This is an optimization exercise on Yosys and OpenROAD, whose aim is small area and a short achievable clock period, not a production implementation. RTL that was checked went through simulation tests only; none was proved equivalent to the original. Power is estimated from default activity; no workload was simulated.

==> onyx: inputs <==
Design fft_peak_detect, start of the top module:
module fft_peak_detect #(
  parameter int N_POINTS = 64,
  parameter int DATA_W   = 16,
  parameter int THRESH   = 1024,
  parameter int CONFIRM  = 2,
  parameter int LED_W    = 8,
  localparam int BIN_W   = fft_peak_detect_pkg::fft_bin_w(N_POINTS),
  localparam int MAG_W   = 2*DATA_W+1
) (
  input  logic                 CLOCK_50,
  input  logic                 KEY,
  input  logic                 s_valid,
  input  logic                 s_sop,
  input  logic                 s_eop,
  input  logic signed [DATA_W-1:0] s_re,
  input  logic signed [DATA_W-1:0] s_im,
  output logic                 peak_valid,
  output logic [BIN_W-1:0]     peak_bin,
  output logic [MAG_W-1:0]     peak_mag,
  output logic                 no_signal,
  output logic                 frame_err,
  output logic [LED_W-1:0]     LEDR
);
==> module fft_peak_detect, before the edit <==
module fft_peak_detect #(
  parameter int N_POINTS = 64,
  parameter int DATA_W   = 16,
  parameter int THRESH   = 1024,
  parameter int CONFIRM  = 2,
  parameter int LED_W    = 8,
  localparam int BIN_W   = fft_peak_detect_pkg::fft_bin_w(N_POINTS),
  localparam int MAG_W   = 2*DATA_W+1
) (
  input  logic                 CLOCK_50,
  input  logic                 KEY,
  input  logic                 s_valid,
  input  logic                 s_sop,
  input  logic                 s_eop,
  input  logic signed [DATA_W-1:0] s_re,
  input  logic signed [DATA_W-1:0] s_im,
  output logic                 peak_valid,
  output logic [BIN_W-1:0]     peak_bin,
  output logic [MAG_W-1:0]     peak_mag,
  output logic                 no_signal,
  output logic                 frame_err,
  output logic [LED_W-1:0]     LEDR
);
  logic        k1_sop, k1_eop, k1_pl;
  logic [15:0] re1, im1;
  always_ff @(posedge CLOCK_50) begin
    if (KEY) begin
      k1_sop <= 1'b0;
      k1_eop <= 1'b0;
      k1_pl  <= 1'b0;
    end else begin
      k1_sop <= s_valid & s_sop;
      k1_eop <= s_valid & ~s_sop & s_eop;
      k1_pl  <= s_valid & ~s_sop & ~s_eop;
    end
  end
  always_ff @(posedge CLOCK_50) begin
    re1 <= s_re[15] ? 16'(-s_re) : s_re;
    im1 <= s_im[15] ? 16'(-s_im) : s_im;
  end
  logic        k2_sop, k2_eop, k2_pl;
  logic [31:0] ms_d, mc_d, ms2, mc2;
  fft_mag_sq_cs u_sq (.a(re1), .b(im1), .s(ms_d), .c(mc_d));
  always_ff @(posedge CLOCK_50) begin
    if (KEY) begin
      k2_sop <= 1'b0;
      k2_eop <= 1'b0;
      k2_pl  <= 1'b0;
    end else begin
      k2_sop <= k1_sop;
      k2_eop <= k1_eop;
      k2_pl  <= k1_pl;
    end
  end
  always_ff @(posedge CLOCK_50) begin
    ms2 <= ms_d;
    mc2 <= mc_d;
  end
  logic        inframe, first, armed;
  logic [5:0]  bin_cnt;
  logic [4:0]  max_bin, cand_bin;
  logic [31:0] max_mag, mag;
  logic        gt, compete, upd, last, good_eop, bad, no_sig_now, confirm;
  logic [31:0] dsum;
  logic [4:0]  pbin;
  logic [31:0] pmag;
  assign peak_bin = {1'b0, pbin};
  assign peak_mag = {1'b0, pmag};
  assign mag = ms2 + mc2;
  logic [31:0] cs_s, cs_c;
  assign cs_s = ms2 ^ mc2 ^ ~max_mag;
  assign cs_c = (ms2 & mc2) | (ms2 & ~max_mag) | (mc2 & ~max_mag);
  assign dsum = cs_s + {cs_c[30:0], 1'b0};
  assign gt   = ~dsum[31] & ~max_mag[31];
  assign last     = (bin_cnt == 6'd63);
  assign compete  = inframe & k2_pl & ~bin_cnt[5];
  assign upd      = compete & (first | gt);
  assign good_eop = inframe & k2_eop & last;
  assign bad      = inframe & (k2_sop | (k2_eop & ~last) | (k2_pl & last));
  assign no_sig_now = ~|max_mag[31:10];
  assign confirm  = armed & (max_bin == cand_bin);
  always_ff @(posedge CLOCK_50) begin
    if (upd) begin
      max_mag <= mag;
      max_bin <= bin_cnt[4:0];
    end
  end
  always_ff @(posedge CLOCK_50) begin
    if (k2_sop)
      bin_cnt <= 6'd1;
    else if (k2_pl)
      bin_cnt <= bin_cnt + 6'd1;
  end
  always_ff @(posedge CLOCK_50) begin
    if (k2_sop)
      first <= 1'b1;
    else if (k2_pl)
      first <= 1'b0;
  end
  always_ff @(posedge CLOCK_50) begin
    if (good_eop & ~no_sig_now)
      cand_bin <= max_bin;
  end
  always_ff @(posedge CLOCK_50) begin
    if (KEY) begin
      inframe    <= 1'b0;
      armed      <= 1'b0;
      peak_valid <= 1'b0;
      pbin       <= '0;
      pmag       <= '0;
      no_signal  <= 1'b0;
      frame_err  <= 1'b0;
      LEDR       <= '0;
    end else begin
      peak_valid <= 1'b0;
      if (k2_sop)
        inframe <= 1'b1;
      else if (inframe & ((k2_eop) | (k2_pl & last)))
        inframe <= 1'b0;
      if (bad)
        frame_err <= 1'b1;
      if (good_eop) begin
        no_signal <= no_sig_now;
        armed     <= ~no_sig_now;
        if (no_sig_now) begin
          pbin       <= '0;
          pmag       <= '0;
          LEDR       <= '0;
          peak_valid <= 1'b1;
        end else if (confirm) begin
          pbin       <= max_bin;
          pmag       <= max_mag;
          LEDR       <= LED_W'(1) << max_bin[4:2];
          peak_valid <= 1'b1;
        end
      end
    end
  end
endmodule
==> flow/config.mk <==
export PLATFORM = sky130hd
export DESIGN_NAME = fft_peak_detect
export DESIGN_NICKNAME = fft_peak_detect
export VERILOG_FILES = /design/flow/design.v
export SDC_FILE = /design/flow/constraint.sdc
export NUM_CORES = 4
export LEC_CHECK = 0
export CAP_MARGIN = 20
export CORE_MARGIN = 2
export CORE_UTILIZATION = 40
export PLACE_DENSITY = 0.6
export SETUP_SLACK_MARGIN = 4.5
export SLEW_MARGIN = 20
==> flow/constraint.sdc <==
create_clock -name core_clock -period 8.0 [get_ports {CLOCK_50}]
set_input_delay 1.6000 -clock core_clock [delete_from_list [all_inputs] [get_ports {CLOCK_50}]]
set_output_delay 1.6000 -clock core_clock [all_outputs]
set_load 0.01 [all_outputs]
standard.sh (not shown) runs the stock make flow with config.mk's settings and CLKGATE_MAP_FILE= SYNTH_SCRIPT=/design/flow/synth_recipe.tcl, a recipe that flattens the netlist after the stock synthesis.
==> flow/flow/run.sh <==
#!/bin/bash
# Standard ORFS layout with two changes:
#  1. after the standard synthesis, flow/polarity.py flips full adders
#     (FA(~a,~b,~c) = ~FA(a,b,c)) to remove most inverters between them;
#     registers and everything else are left as synthesis made them;
#  2. the ports are buffered with buf_1 instead of the default pick.
set -euo pipefail
R=orfs/results/sky130hd/fft_peak_detect/base
bash standard.sh synth > synth.log 2>&1
cp $R/1_2_yosys.v $R/1_2_yosys.std.v
python3 flow/polarity.py $R/1_2_yosys.std.v $R/1_2_yosys.v > polarity.log 2>&1
rm -f $R/1_synth.odb
bash standard.sh "BUFFER_PORTS_ARGS=-buffer_cell sky130_fd_sc_hd__buf_1" finish > flow.log 2>&1
Other scripts of this flow, unchanged in this note and not shown: flow/flow/polarity.py
==> inputs of pepper, as changes to onyx <==
--- a/flow/design.v
+++ b/flow/design.v
@@ -656,5 +656,14 @@
   end
+  logic [15:0] re_lo, im_lo;
+  always_comb begin
+    re_lo[0] = 1'b0;
+    im_lo[0] = 1'b0;
+    for (int i = 1; i < 16; i++) begin
+      re_lo[i] = re_lo[i-1] | s_re[i-1];
+      im_lo[i] = im_lo[i-1] | s_im[i-1];
+    end
+  end
   always_ff @(posedge CLOCK_50) begin
-    re1 <= s_re[15] ? 16'(-s_re) : s_re;
-    im1 <= s_im[15] ? 16'(-s_im) : s_im;
+    re1 <= s_re ^ ({16{s_re[15]}} & re_lo);
+    im1 <= s_im ^ ({16{s_im[15]}} & im_lo);
   end
@@ -688,3 +697,4 @@
   assign peak_mag = {1'b0, pmag};
-  assign mag = ms2 + mc2;
+  assign LEDR     = (pbin == 5'd0) ? '0 : LED_W'(1) << pbin[4:2];
+  fft_add32 u_add (.a(ms2), .b(mc2), .s(mag));
   logic [31:0] cs_s, cs_c;
@@ -732,3 +742,2 @@
       frame_err  <= 1'b0;
-      LEDR       <= '0;
     end else begin
@@ -744,12 +753,7 @@
         armed     <= ~no_sig_now;
-        if (no_sig_now) begin
-          pbin       <= '0;
-          pmag       <= '0;
-          LEDR       <= '0;
-          peak_valid <= 1'b1;
-        end else if (confirm) begin
-          pbin       <= max_bin;
-          pmag       <= max_mag;
-          LEDR       <= LED_W'(1) << max_bin[4:2];
-          peak_valid <= 1'b1;
+        if (no_sig_now | confirm) begin
+          pbin          <= no_sig_now ? 5'd0 : max_bin;
+          pmag[31:10]   <= max_mag[31:10];
+          pmag[9:0]     <= no_sig_now ? 10'd0 : max_mag[9:0];
+          peak_valid    <= 1'b1;
         end
@@ -759 +763,37 @@
 endmodule
+module fft_add32 (
+  input  logic [31:0] a,
+  input  logic [31:0] b,
+  output logic [31:0] s
+);
+  logic [31:0] G [0:5];
+  logic [31:0] P [0:5];
+  logic [31:0] D [0:5];
+  assign G[0] = a & b;
+  assign P[0] = a ^ b;
+  genvar l, i;
+  generate
+    for (l = 0; l < 5; l++) begin : g_up
+      for (i = 0; i < 32; i++) begin : g_bit
+        if (((i + 1) % (2 << l)) == 0) begin : g_node
+          assign G[l+1][i] = G[l][i] | (P[l][i] & G[l][i - (1 << l)]);
+          assign P[l+1][i] = P[l][i] & P[l][i - (1 << l)];
+        end else begin : g_pass
+          assign G[l+1][i] = G[l][i];
+          assign P[l+1][i] = P[l][i];
+        end
+      end
+    end
+    assign D[5] = G[5];
+    for (l = 4; l >= 0; l--) begin : g_dn
+      for (i = 0; i < 32; i++) begin : g_bit
+        if (((i + 1) % (2 << l)) == (1 << l) && i >= (2 << l)) begin : g_node
+          assign D[l][i] = D[l+1][i] | (P[l][i] & D[l+1][i - (1 << l)]);
+        end else begin : g_pass
+          assign D[l][i] = D[l+1][i];
+        end
+      end
+    end
+  endgenerate
+  assign s = P[0] ^ {D[0][30:0], 1'b0};
+endmodule
==> inputs of zinc, as changes to onyx <==
--- a/flow/design.v
+++ b/flow/design.v
@@ -656,5 +656,8 @@
   end
+  logic [15:0] re_lo, im_lo;
+  fft_or_prefix u_re_lo (.x({s_re[14:0], 1'b0}), .y(re_lo));
+  fft_or_prefix u_im_lo (.x({s_im[14:0], 1'b0}), .y(im_lo));
   always_ff @(posedge CLOCK_50) begin
-    re1 <= s_re[15] ? 16'(-s_re) : s_re;
-    im1 <= s_im[15] ? 16'(-s_im) : s_im;
+    re1 <= s_re ^ ({16{s_re[15]}} & re_lo);
+    im1 <= s_im ^ ({16{s_im[15]}} & im_lo);
   end
@@ -688,3 +691,4 @@
   assign peak_mag = {1'b0, pmag};
-  assign mag = ms2 + mc2;
+  assign LEDR     = (pbin == 5'd0) ? '0 : LED_W'(1) << pbin[4:2];
+  fft_add32 u_add (.a(ms2), .b(mc2), .s(mag));
   logic [31:0] cs_s, cs_c;
@@ -732,3 +736,2 @@
       frame_err  <= 1'b0;
-      LEDR       <= '0;
     end else begin
@@ -744,12 +747,7 @@
         armed     <= ~no_sig_now;
-        if (no_sig_now) begin
-          pbin       <= '0;
-          pmag       <= '0;
-          LEDR       <= '0;
-          peak_valid <= 1'b1;
-        end else if (confirm) begin
-          pbin       <= max_bin;
-          pmag       <= max_mag;
-          LEDR       <= LED_W'(1) << max_bin[4:2];
-          peak_valid <= 1'b1;
+        if (no_sig_now | confirm) begin
+          pbin          <= no_sig_now ? 5'd0 : max_bin;
+          pmag[31:10]   <= max_mag[31:10];
+          pmag[9:0]     <= no_sig_now ? 10'd0 : max_mag[9:0];
+          peak_valid    <= 1'b1;
         end
@@ -759 +757,57 @@
 endmodule
+module fft_or_prefix (
+  input  logic [15:0] x,
+  output logic [15:0] y
+);
+  logic [15:0] t [0:4];
+  assign t[0] = x;
+  genvar l, i;
+  generate
+    for (l = 0; l < 4; l++) begin : g_lvl
+      for (i = 0; i < 16; i++) begin : g_bit
+        if ((i >> l) % 2 == 1) begin : g_node
+          assign t[l+1][i] = t[l][i] | t[l][((i >> l) << l) - 1];
+        end else begin : g_pass
+          assign t[l+1][i] = t[l][i];
+        end
+      end
+    end
+  endgenerate
+  assign y = t[4];
+endmodule
+module fft_add32 (
+  input  logic [31:0] a,
+  input  logic [31:0] b,
+  output logic [31:0] s
+);
+  logic [31:0] G [0:5];
+  logic [31:0] P [0:5];
+  logic [31:0] D [0:5];
+  assign G[0] = a & b;
+  assign P[0] = a ^ b;
+  genvar l, i;
+  generate
+    for (l = 0; l < 5; l++) begin : g_up
+      for (i = 0; i < 32; i++) begin : g_bit
+        if (((i + 1) % (2 << l)) == 0) begin : g_node
+          assign G[l+1][i] = G[l][i] | (P[l][i] & G[l][i - (1 << l)]);
+          assign P[l+1][i] = P[l][i] & P[l][i - (1 << l)];
+        end else begin : g_pass
+          assign G[l+1][i] = G[l][i];
+          assign P[l+1][i] = P[l][i];
+        end
+      end
+    end
+    assign D[5] = G[5];
+    for (l = 4; l >= 0; l--) begin : g_dn
+      for (i = 0; i < 32; i++) begin : g_bit
+        if (((i + 1) % (2 << l)) == (1 << l) && i >= (2 << l)) begin : g_node
+          assign D[l][i] = D[l+1][i] | (P[l][i] & D[l+1][i - (1 << l)]);
+        end else begin : g_pass
+          assign D[l][i] = D[l+1][i];
+        end
+      end
+    end
+  endgenerate
+  assign s = P[0] ^ {D[0][30:0], 1'b0};
+endmodule
==> notes <==
- Of pepper and zinc, zinc has the higher cell count (gap about 0.35%, measured against zinc).
- Between zinc and onyx, the lower clock skew is in onyx (gap 0.0016 ns).
- The lowest register-to-register slack belongs to pepper, the highest to onyx.
- The lowest via count belongs to zinc, the highest to onyx.
- Between pepper and onyx, the lower count of clock-buffer cells in the layout is in onyx (gap 2).
- In zinc the combinational power is smaller than in onyx, by about 12%.
==> figures <==
Area of the core: zinc 33300 sq um; onyx 34500 sq um; pepper 33400 sq um
Power density relative to cell area: zinc 324 nW/um^2; onyx 343 nW/um^2; pepper 325 nW/um^2
Number of cells produced by synthesis: zinc 1191; onyx 1317; pepper 1193
Run status: zinc finished clean; onyx finished clean; pepper finished clean
Number of buffers inserted by post-CTS setup repair: zinc 4; onyx 0; pepper 9
Levels on crit path: zinc 8; onyx 7; pepper 8
Post-route clock skew: zinc 0.0167 ns; onyx 0.0151 ns; pepper 0.0165 ns
Data required time of the critical path: zinc 8.37 ns; onyx 8.34 ns; pepper 8.37 ns
Share of total power in the clock network: zinc 0.169; onyx 0.169; pepper 0.173
Placement row count: zinc 67; onyx 68; pepper 67
Final setup slack of the worst path: zinc 4.44 ns; onyx 4.54 ns; pepper 4.42 ns
Pin count of the biggest net entering global routing: zinc 49; onyx 57; pepper 49
Data arrival at the endpoint of the critical path: zinc 3.93 ns; onyx 3.80 ns; pepper 3.95 ns
For pepper and zinc, only the layout was checked, not whether the RTL still works.

[separate check: timing with driven ports]
The results above use ideal ports. As a check the final layouts listed here were re-extracted and re-timed, cells and wires unchanged. Step 1 sets driving cells, clkbuf_16 on the clock port and buf_2 on the other inputs (assumed; they add their load-dependent delay and slew). Step 2 adds t to the input delays and takes it off the output delays; t is the mean of the earliest and latest rising clock arrival at the registers after step 1. Input paths then give back, and output paths get back, about the clock's delay inside the block. Three values: ideal ports, drivers, drivers and shift; two values: the first two.
run	t, ns	setup slack, ns	worst setup path after step 2	cell pins on the clock port's net
onyx	0.502	4.543 / 4.543 / 4.543	register to register	1
pepper	0.491	4.418 / 4.434 / 3.942	input to register	1
zinc	0.491	4.437 / 4.454 / 3.962	input to register	1
After both steps setup and hold are still met in every run listed. The setup slack of pepper, which loses most, moves by +0.016 ns with the drivers and by -0.476 ns with both steps.
